From an optimization exercise on the open Yosys and OpenROAD flow, aimed at small area; shortcuts taken in it are not production practice.
Function was checked by simulation only, so behaviour that the tests miss may differ from the original.
Power and IR drop assume default switching activity.

==> fjord <==
==> flow/design.v <==
package hash_jtree_elastic_pkg;
    localparam int MASK_MAX = 32;
endpackage
module hash_xor2 (
    input  logic a,
    input  logic b,
    output logic y
);
    assign y = a ^ b;
endmodule
module tree_hash_lane (
    input  logic [19:0] x,
    input  logic [19:0] y,
    output logic [7:0]  hx,
    output logic [7:0]  hy
);
    logic [19:0] c [2];
    logic [7:0]  a [2];
    logic [7:0]  b [2];
    logic [1:0]  p2, p3;
    assign c[0] = x;
    assign c[1] = y;
    for (genvar k = 0; k < 2; k++) begin : g_c
        hash_xor2 uA0 (.a(c[k][0]),  .b(c[k][15]), .y(a[k][0]));
        hash_xor2 uA1 (.a(c[k][1]),  .b(c[k][8]),  .y(a[k][1]));
        hash_xor2 uP2 (.a(c[k][2]),  .b(c[k][9]),  .y(p2[k]));
        hash_xor2 uA2 (.a(p2[k]),    .b(c[k][16]), .y(a[k][2]));
        hash_xor2 uP3 (.a(c[k][3]),  .b(c[k][10]), .y(p3[k]));
        hash_xor2 uA3 (.a(p3[k]),    .b(c[k][17]), .y(a[k][3]));
        hash_xor2 uB2 (.a(c[k][11]), .b(c[k][18]), .y(b[k][2]));
        hash_xor2 uA4 (.a(b[k][2]),  .b(c[k][4]),  .y(a[k][4]));
        hash_xor2 uB4 (.a(c[k][5]),  .b(c[k][12]), .y(b[k][4]));
        hash_xor2 uA5 (.a(b[k][4]),  .b(c[k][19]), .y(a[k][5]));
        hash_xor2 uA6 (.a(c[k][6]),  .b(c[k][13]), .y(a[k][6]));
        hash_xor2 uA7 (.a(c[k][7]),  .b(c[k][14]), .y(a[k][7]));
        hash_xor2 uB3 (.a(c[k][4]),  .b(c[k][19]), .y(b[k][3]));
        hash_xor2 uB6 (.a(a[k][7]),  .b(c[k][0]),  .y(b[k][6]));
        hash_xor2 uB7 (.a(a[k][1]),  .b(c[k][15]), .y(b[k][7]));
        assign b[k][0] = a[k][2];
        assign b[k][1] = a[k][3];
        assign b[k][5] = a[k][6];
    end
    for (genvar j = 0; j < 8; j++) begin : g_o
        hash_xor2 uHx (.a(a[0][j]), .b(b[1][j]), .y(hx[j]));
        hash_xor2 uHy (.a(a[1][j]), .b(b[0][j]), .y(hy[j]));
    end
endmodule
module jitter_or (
    input  logic s,
    input  logic h,
    input  logic m,
    output logic y
);
    assign y = s | (h & m);
endmodule
module hash_jtree_elastic #(
    parameter int SIGFIG     = 24,
    parameter int RADIX      = 10,
    parameter int VERTS      = 3,
    parameter int AXIS       = 3,
    parameter int COLORS     = 3,
    parameter int SAMPS      = 4,
    parameter int PIPE_DEPTH = 2
) (
    input  logic                                        clk,
    input  logic                                        rst,
    input  logic                                        in_valid,
    output logic                                        in_ready,
    input  logic signed [VERTS-1:0][AXIS-1:0][SIGFIG-1:0] tri_in,
    input  logic [COLORS-1:0][SIGFIG-1:0]               color_in,
    input  logic signed [1:0][SAMPS-1:0][SIGFIG-1:0]    sample_in,
    input  logic [SAMPS-1:0]                            validSamp_in,
    input  logic [3:0]                                  subSample,
    input  logic                                        jitter_en,
    output logic                                        out_valid,
    input  logic                                        out_ready,
    output logic signed [VERTS-1:0][AXIS-1:0][SIGFIG-1:0] tri_out,
    output logic [COLORS-1:0][SIGFIG-1:0]               color_out,
    output logic signed [1:0][SAMPS-1:0][SIGFIG-1:0]    sample_out,
    output logic [SAMPS-1:0]                            validSamp_out,
    output logic                                        cfg_err
);
    localparam int PW = VERTS*AXIS*SIGFIG + COLORS*SIGFIG + 2*SAMPS*SIGFIG + SAMPS;
    logic                              oneHot;
    logic [7:0]                        mask;
    logic [SAMPS-1:0][7:0]             hashX, hashY, jitX, jitY;
    logic [1:0][SAMPS-1:0][SIGFIG-1:0] jitSample;
    always_comb begin
        oneHot = 1'b1;
        mask   = 8'h00;
        case (subSample)
            4'b1000: mask = 8'hFF;
            4'b0100: mask = 8'h7F;
            4'b0010: mask = 8'h3F;
            4'b0001: mask = 8'h1F;
            default: oneHot = 1'b0;
        endcase
        if (!jitter_en) mask = 8'h00;
    end
    for (genvar i = 0; i < SAMPS; i++) begin : g_lane
        tree_hash_lane uHash (
            .x  (sample_in[0][i][SIGFIG-1:4]),
            .y  (sample_in[1][i][SIGFIG-1:4]),
            .hx (hashX[i]),
            .hy (hashY[i])
        );
    end
    for (genvar i = 0; i < SAMPS; i++) begin : g_jit
        for (genvar b = 0; b < 8; b++) begin : g_bit
            jitter_or uJx (.s(sample_in[0][i][2+b]), .h(hashX[i][b]), .m(mask[b]),
                           .y(jitX[i][b]));
            jitter_or uJy (.s(sample_in[1][i][2+b]), .h(hashY[i][b]), .m(mask[b]),
                           .y(jitY[i][b]));
        end
        assign jitSample[0][i] = {sample_in[0][i][SIGFIG-1:RADIX], jitX[i],
                                  sample_in[0][i][1:0]};
        assign jitSample[1][i] = {sample_in[1][i][SIGFIG-1:RADIX], jitY[i],
                                  sample_in[1][i][1:0]};
    end
    logic          v0, v1, adv, cfgErr_q;
    logic [PW-1:0] d0, d1;
    assign adv      = !v1 || out_ready;
    assign in_ready = !v0 || adv;
    always_ff @(posedge clk) begin
        if (rst) begin
            v0       <= 1'b0;
            v1       <= 1'b0;
            cfgErr_q <= 1'b0;
        end else begin
            v0       <= in_valid || !in_ready;
            v1       <= v0 || !adv;
            cfgErr_q <= cfgErr_q || (in_valid && in_ready && !oneHot);
        end
    end
    always_ff @(posedge clk) begin
        if (in_ready) d0 <= {tri_in, color_in, jitSample, validSamp_in};
        if (adv)      d1 <= d0;
    end
    assign out_valid = v1;
    assign {tri_out, color_out, sample_out, validSamp_out} = d1;
    assign cfg_err = cfgErr_q;
endmodule
==> flow/flow/run.sh <==
#!/bin/bash
# Standard layout, with the port buffers made from the smallest buffer cell
# and a clock tree of fewer, larger leaf clusters without dummy loads.
set -euo pipefail
export BUFFER_PORTS_ARGS="-buffer_cell sky130_fd_sc_hd__buf_1"
export CTS_ARGS="-sink_clustering_enable -repair_clock_nets -sink_clustering_size 18 -sink_clustering_max_diameter 150 -buf_list {sky130_fd_sc_hd__clkbuf_8} -dont_use_dummy_load"
bash standard.sh > standard.log 2>&1
==> flow/standard.sh <==
#!/bin/bash
# synth_recipe.tcl (not shown) runs the flow's synth.tcl, then flattens the netlist and writes it again
# the make line also repeats each setting of config.mk as NAME=value (left out here)
make -C /OpenROAD-flow-scripts/flow DESIGN_CONFIG=/design/flow/config.mk WORK_HOME=/design/flow/orfs CLKGATE_MAP_FILE= SYNTH_SCRIPT=/design/flow/synth_recipe.tcl "${@:-finish}"
==> flow/config.mk <==
export PLATFORM = sky130hd
export DESIGN_NAME = hash_jtree_elastic
export DESIGN_NICKNAME = hash_jtree_elastic
export VERILOG_FILES = /design/flow/design.v
export SDC_FILE = /design/flow/constraint.sdc
export NUM_CORES = 4
export LEC_CHECK = 0
export CAP_MARGIN = 20
export CORE_AREA = 5 5 335 335
export DIE_AREA = 0 0 340 340
export SLEW_MARGIN = 20
export SYNTH_HIERARCHICAL = 1
export SYNTH_MINIMUM_KEEP_SIZE = 0
==> flow/constraint.sdc <==
create_clock -name core_clock -period 5.0 [get_ports {clk}]
set_input_delay 1.0000 -clock core_clock [delete_from_list [all_inputs] [get_ports {clk}]]
set_output_delay 1.0000 -clock core_clock [all_outputs]
set_load 0.01 [all_outputs]
==> harbor (differences from fjord) <==
==> flow/flow/run.sh (replaced) <==
#!/bin/bash
# Standard layout, with the port buffers made from the smallest buffer cell
# and a clock tree of fewer, larger leaf clusters without dummy loads.
set -euo pipefail
export BUFFER_PORTS_ARGS="-buffer_cell sky130_fd_sc_hd__buf_1"
export CTS_ARGS="-sink_clustering_enable -repair_clock_nets -sink_clustering_size 17 -sink_clustering_max_diameter 150 -buf_list {sky130_fd_sc_hd__clkbuf_8} -dont_use_dummy_load"
bash standard.sh > standard.log 2>&1
CORE_AREA = 5 5 475 185   (was 5 5 335 335)
DIE_AREA = 0 0 480 190   (was 0 0 340 340)
==> summary.txt <==
item                                                               harbor         fjord
Result of the run                                timing/DRC/antenna clean  timing/DRC/antenna clean
Maximum number of pins on one net before global-route repair          146           153
Worst VDD drop                                                     146 uV        241 uV
Routability Congestion                                              0.934         0.910
Core region area                                              84300 sq um  109000 sq um
Net switching power figure                                        3.30 mW       3.25 mW
Destination of the worst hold path                                  d1[9]         d1[7]
Final period demand of the worst path                             3.10 ns       2.74 ns
Net switching share of the total power                              23.0%         22.9%
Internal reg-to-reg setup slack                                   2.59 ns       2.79 ns
Total vias in the final route                                       15848         15784
Wirelength per Cell                                               26.9 um       24.9 um
Clock buf count                                                        67            59
Setup slack of the critical path after layout                     1.90 ns       2.26 ns
Multi-input combinational area share                                5.98%         5.93%
Sort of element at the start of the critical path                register    input port
Clock network power                                               3.60 mW       3.37 mW
Pre-Repair DR Iteration Count                                           5             4
Area overhead of the layout relative to synthesis                   20.2%         21.0%
Clock network power share                                           25.0%         23.8%
Global-route wire length before repair                          124000 um     125000 um
Vias per inst                                                        4.57          4.23
Clock buf/inv share                                                 2.45%         2.14%
Leakage power                                                     13.3 nW       13.2 nW
Detailed Place HPWL                                              72000 um      71800 um


==> run a <==
// hash_jtree_elastic: RTL as listed in full above, without the edits since
==> flow/config.mk <==
export PLATFORM = sky130hd
export DESIGN_NAME = hash_jtree_elastic
export DESIGN_NICKNAME = hash_jtree_elastic
export VERILOG_FILES = /design/flow/design.v
export SDC_FILE = /design/flow/constraint.sdc
export NUM_CORES = 4
export LEC_CHECK = 0
export CAP_MARGIN = 20
export CORE_AREA = 5 5 335 335
export DIE_AREA = 0 0 340 340
export SLEW_MARGIN = 20
export SYNTH_HIERARCHICAL = 1
export SYNTH_MINIMUM_KEEP_SIZE = 0
==> flow/constraint.sdc <==
create_clock -name core_clock -period 5.0 [get_ports {clk}]
set_input_delay 1.0000 -clock core_clock [delete_from_list [all_inputs] [get_ports {clk}]]
set_output_delay 1.0000 -clock core_clock [all_outputs]
set_load 0.01 [all_outputs]
standard.sh (not shown) runs the stock make flow with config.mk's settings and CLKGATE_MAP_FILE= SYNTH_SCRIPT=/design/flow/synth_recipe.tcl, a recipe that flattens the netlist after the stock synthesis.
==> flow/flow/run.sh <==
#!/bin/bash
# Standard layout, with the port buffers made from the smallest buffer cell
# and a clock tree of fewer, larger leaf clusters without dummy loads.
set -euo pipefail
export BUFFER_PORTS_ARGS="-buffer_cell sky130_fd_sc_hd__buf_1"
export CTS_ARGS="-sink_clustering_enable -repair_clock_nets -sink_clustering_size 18 -sink_clustering_max_diameter 60 -buf_list {sky130_fd_sc_hd__clkbuf_8} -dont_use_dummy_load"
bash standard.sh > standard.log 2>&1
==> run b: changes against run a <==
--- a/flow/design.v
+++ b/flow/design.v
@@ -3,8 +3,31 @@
 endpackage
-module hash_xor2 (
-    input  logic a,
-    input  logic b,
-    output logic y
+module tree_hash_ab (
+    input  logic [19:0] d,
+    output logic [7:0]  a,
+    output logic [7:0]  b
 );
-    assign y = a ^ b;
+    logic t2, t3, t1, t4, t5, t6, t7;
+    assign t1 = d[1] ^ d[8];
+    assign t2 = d[2] ^ d[9] ^ d[16];
+    assign t3 = d[3] ^ d[10] ^ d[17];
+    assign t4 = d[11] ^ d[18];
+    assign t5 = d[5] ^ d[12];
+    assign t6 = d[6] ^ d[13];
+    assign t7 = d[7] ^ d[14];
+    assign a[0] = d[0] ^ d[15];
+    assign a[1] = t1;
+    assign a[2] = t2;
+    assign a[3] = t3;
+    assign a[4] = t4 ^ d[4];
+    assign a[5] = t5 ^ d[19];
+    assign a[6] = t6;
+    assign a[7] = t7;
+    assign b[0] = t2;
+    assign b[1] = t3;
+    assign b[2] = t4;
+    assign b[3] = d[4] ^ d[19];
+    assign b[4] = t5;
+    assign b[5] = t6;
+    assign b[6] = t7 ^ d[0];
+    assign b[7] = t1 ^ d[15];
 endmodule
@@ -16,40 +39,7 @@
 );
-    logic [19:0] c [2];
-    logic [7:0]  a [2];
-    logic [7:0]  b [2];
-    logic [1:0]  p2, p3;
-    assign c[0] = x;
-    assign c[1] = y;
-    for (genvar k = 0; k < 2; k++) begin : g_c
-        hash_xor2 uA0 (.a(c[k][0]),  .b(c[k][15]), .y(a[k][0]));
-        hash_xor2 uA1 (.a(c[k][1]),  .b(c[k][8]),  .y(a[k][1]));
-        hash_xor2 uP2 (.a(c[k][2]),  .b(c[k][9]),  .y(p2[k]));
-        hash_xor2 uA2 (.a(p2[k]),    .b(c[k][16]), .y(a[k][2]));
-        hash_xor2 uP3 (.a(c[k][3]),  .b(c[k][10]), .y(p3[k]));
-        hash_xor2 uA3 (.a(p3[k]),    .b(c[k][17]), .y(a[k][3]));
-        hash_xor2 uB2 (.a(c[k][11]), .b(c[k][18]), .y(b[k][2]));
-        hash_xor2 uA4 (.a(b[k][2]),  .b(c[k][4]),  .y(a[k][4]));
-        hash_xor2 uB4 (.a(c[k][5]),  .b(c[k][12]), .y(b[k][4]));
-        hash_xor2 uA5 (.a(b[k][4]),  .b(c[k][19]), .y(a[k][5]));
-        hash_xor2 uA6 (.a(c[k][6]),  .b(c[k][13]), .y(a[k][6]));
-        hash_xor2 uA7 (.a(c[k][7]),  .b(c[k][14]), .y(a[k][7]));
-        hash_xor2 uB3 (.a(c[k][4]),  .b(c[k][19]), .y(b[k][3]));
-        hash_xor2 uB6 (.a(a[k][7]),  .b(c[k][0]),  .y(b[k][6]));
-        hash_xor2 uB7 (.a(a[k][1]),  .b(c[k][15]), .y(b[k][7]));
-        assign b[k][0] = a[k][2];
-        assign b[k][1] = a[k][3];
-        assign b[k][5] = a[k][6];
-    end
-    for (genvar j = 0; j < 8; j++) begin : g_o
-        hash_xor2 uHx (.a(a[0][j]), .b(b[1][j]), .y(hx[j]));
-        hash_xor2 uHy (.a(a[1][j]), .b(b[0][j]), .y(hy[j]));
-    end
-endmodule
-module jitter_or (
-    input  logic s,
-    input  logic h,
-    input  logic m,
-    output logic y
-);
-    assign y = s | (h & m);
+    logic [7:0] ax, bx, ay, by;
+    tree_hash_ab uX (.d(x), .a(ax), .b(bx));
+    tree_hash_ab uY (.d(y), .a(ay), .b(by));
+    assign hx = ax ^ by;
+    assign hy = ay ^ bx;
 endmodule
@@ -85,3 +75,3 @@
     logic [7:0]                        mask;
-    logic [SAMPS-1:0][7:0]             hashX, hashY, jitX, jitY;
+    logic [SAMPS-1:0][7:0]             hashX, hashY;
     logic [1:0][SAMPS-1:0][SIGFIG-1:0] jitSample;
@@ -107,13 +97,8 @@
     end
-    for (genvar i = 0; i < SAMPS; i++) begin : g_jit
-        for (genvar b = 0; b < 8; b++) begin : g_bit
-            jitter_or uJx (.s(sample_in[0][i][2+b]), .h(hashX[i][b]), .m(mask[b]),
-                           .y(jitX[i][b]));
-            jitter_or uJy (.s(sample_in[1][i][2+b]), .h(hashY[i][b]), .m(mask[b]),
-                           .y(jitY[i][b]));
+    always_comb begin
+        jitSample = sample_in;
+        for (int i = 0; i < SAMPS; i++) begin
+            jitSample[0][i][RADIX-1:2] = sample_in[0][i][RADIX-1:2] | (hashX[i] & mask);
+            jitSample[1][i][RADIX-1:2] = sample_in[1][i][RADIX-1:2] | (hashY[i] & mask);
         end
-        assign jitSample[0][i] = {sample_in[0][i][SIGFIG-1:RADIX], jitX[i],
-                                  sample_in[0][i][1:0]};
-        assign jitSample[1][i] = {sample_in[1][i][SIGFIG-1:RADIX], jitY[i],
-                                  sample_in[1][i][1:0]};
     end
==> flow/run.sh (new file) <==
#!/bin/bash
# synth_recipe.tcl (not shown) runs the flow's synth.tcl, then flattens the netlist and writes it again
# the make line also repeats each setting of config.mk as NAME=value (left out here)
make -C /OpenROAD-flow-scripts/flow DESIGN_CONFIG=/design/flow/config.mk WORK_HOME=/design/flow/orfs CLKGATE_MAP_FILE= SYNTH_SCRIPT=/design/flow/synth_recipe.tcl finish
Settings changed: CORE_AREA 5 5 335 335 to unset, CORE_MARGIN set to 2, CORE_UTILIZATION set to 55, CTS_BUF_LIST set to sky130_fd_sc_hd__clkbuf_4 sky130_fd_sc_hd__clkbuf_8, CTS_CLUSTER_SIZE set to 20, DIE_AREA 0 0 340 340 to unset, PLACE_DENSITY set to 0.7, SYNTH_HIERARCHICAL 1 to unset, SYNTH_MINIMUM_KEEP_SIZE 0 to unset.
removed: flow/flow/run.sh
removed: flow/standard.sh
==> qor summary <==
| metric | run a | run b |
|---|---|---|
| Outcome | timing/DRC/antenna clean | aborted with a tool error |
| Last stage reached | - | 3_2_place_iop |
| Area of the mapped netlist | 31400 um2 | 31800 um2 |
| Fraction of synthesized cell area in xor and xnor cells | 0.0522 | 0.0603 |
| Synth Area in Compound Gates | 0.0164 | 0.0184 |
| Most common flop cell mapped by yosys | sky130_fd_sc_hd__edfxtp_1 | sky130_fd_sc_hd__edfxtp_1 |
| Number of distinct library cells after synthesis | 17 | 29 |
| Most frequent cell after synthesis | sky130_fd_sc_hd__edfxtp_1 | sky130_fd_sc_hd__edfxtp_1 |
| EDFF count, synth | 968 | 968 |
| Gate Count Post-Synth | 1242 | 1214 |
| Yosys top cell area share | 0.927 | 0.913 |
| Floorplan die height | 340 um | 245 um |
| Initial Util | 0.289 | 0.554 |
| Sequential element share of the synthesized area | 0.929 | 0.915 |
| Warnings from Yosys | 13 | 1 |
| Synthesized area divided by synthesized cell count | 25.3 um2 | 26.2 um2 |
| Fraction of the mapped netlist area in simple logic gates | 0.00235 | 0.00200 |
| Library cell occupying the most area in the post-synthesis netlist | sky130_fd_sc_hd__edfxtp_1 | sky130_fd_sc_hd__edfxtp_1 |
| Die W | 340 um | 245 um |
| Row cnt | 121 | 88 |
| Synth Net Count | 1735 | 1707 |
| Mux cell area share after synthesis | 0 | 0.000314 |

==> re-timing with driven ports <==
No port has a modelled driver above. Below, the same layouts with a new extraction and two added sets of constraints. Step 1 sets driving cells, clkbuf_16 on the clock port and buf_2 on the other inputs (assumed; they add their load-dependent delay and slew). Step 2, shift: input delay + t, output delay - t, t = (earliest + latest rising clock arrival at the registers) / 2. This alone moves slack from input paths to output paths. Three values: ideal, step 1, step 2; two values: the first two.
run	shift t [ns]	setup WS [ns]	worst hold slack (ns)	worst register clock-pin slew, ns	cell pins on the clock port's net
fjord	0.765	2.265 / 2.235 / 2.013	0.369 / 0.369 / 0.369	0.13 / 0.13	1
harbor	0.716	1.897 / 1.844 / 1.779	0.367 / 0.367 / 0.367	0.12 / 0.12	1
run a	0.727	2.290 / 2.265 / 2.001	0.337 / 0.337 / 0.337	0.11 / 0.11	1
After both steps every run listed still meets setup and hold. For run a, which loses most, drivers alone change the setup slack by -0.025 ns; drivers and shift together by -0.289 ns.
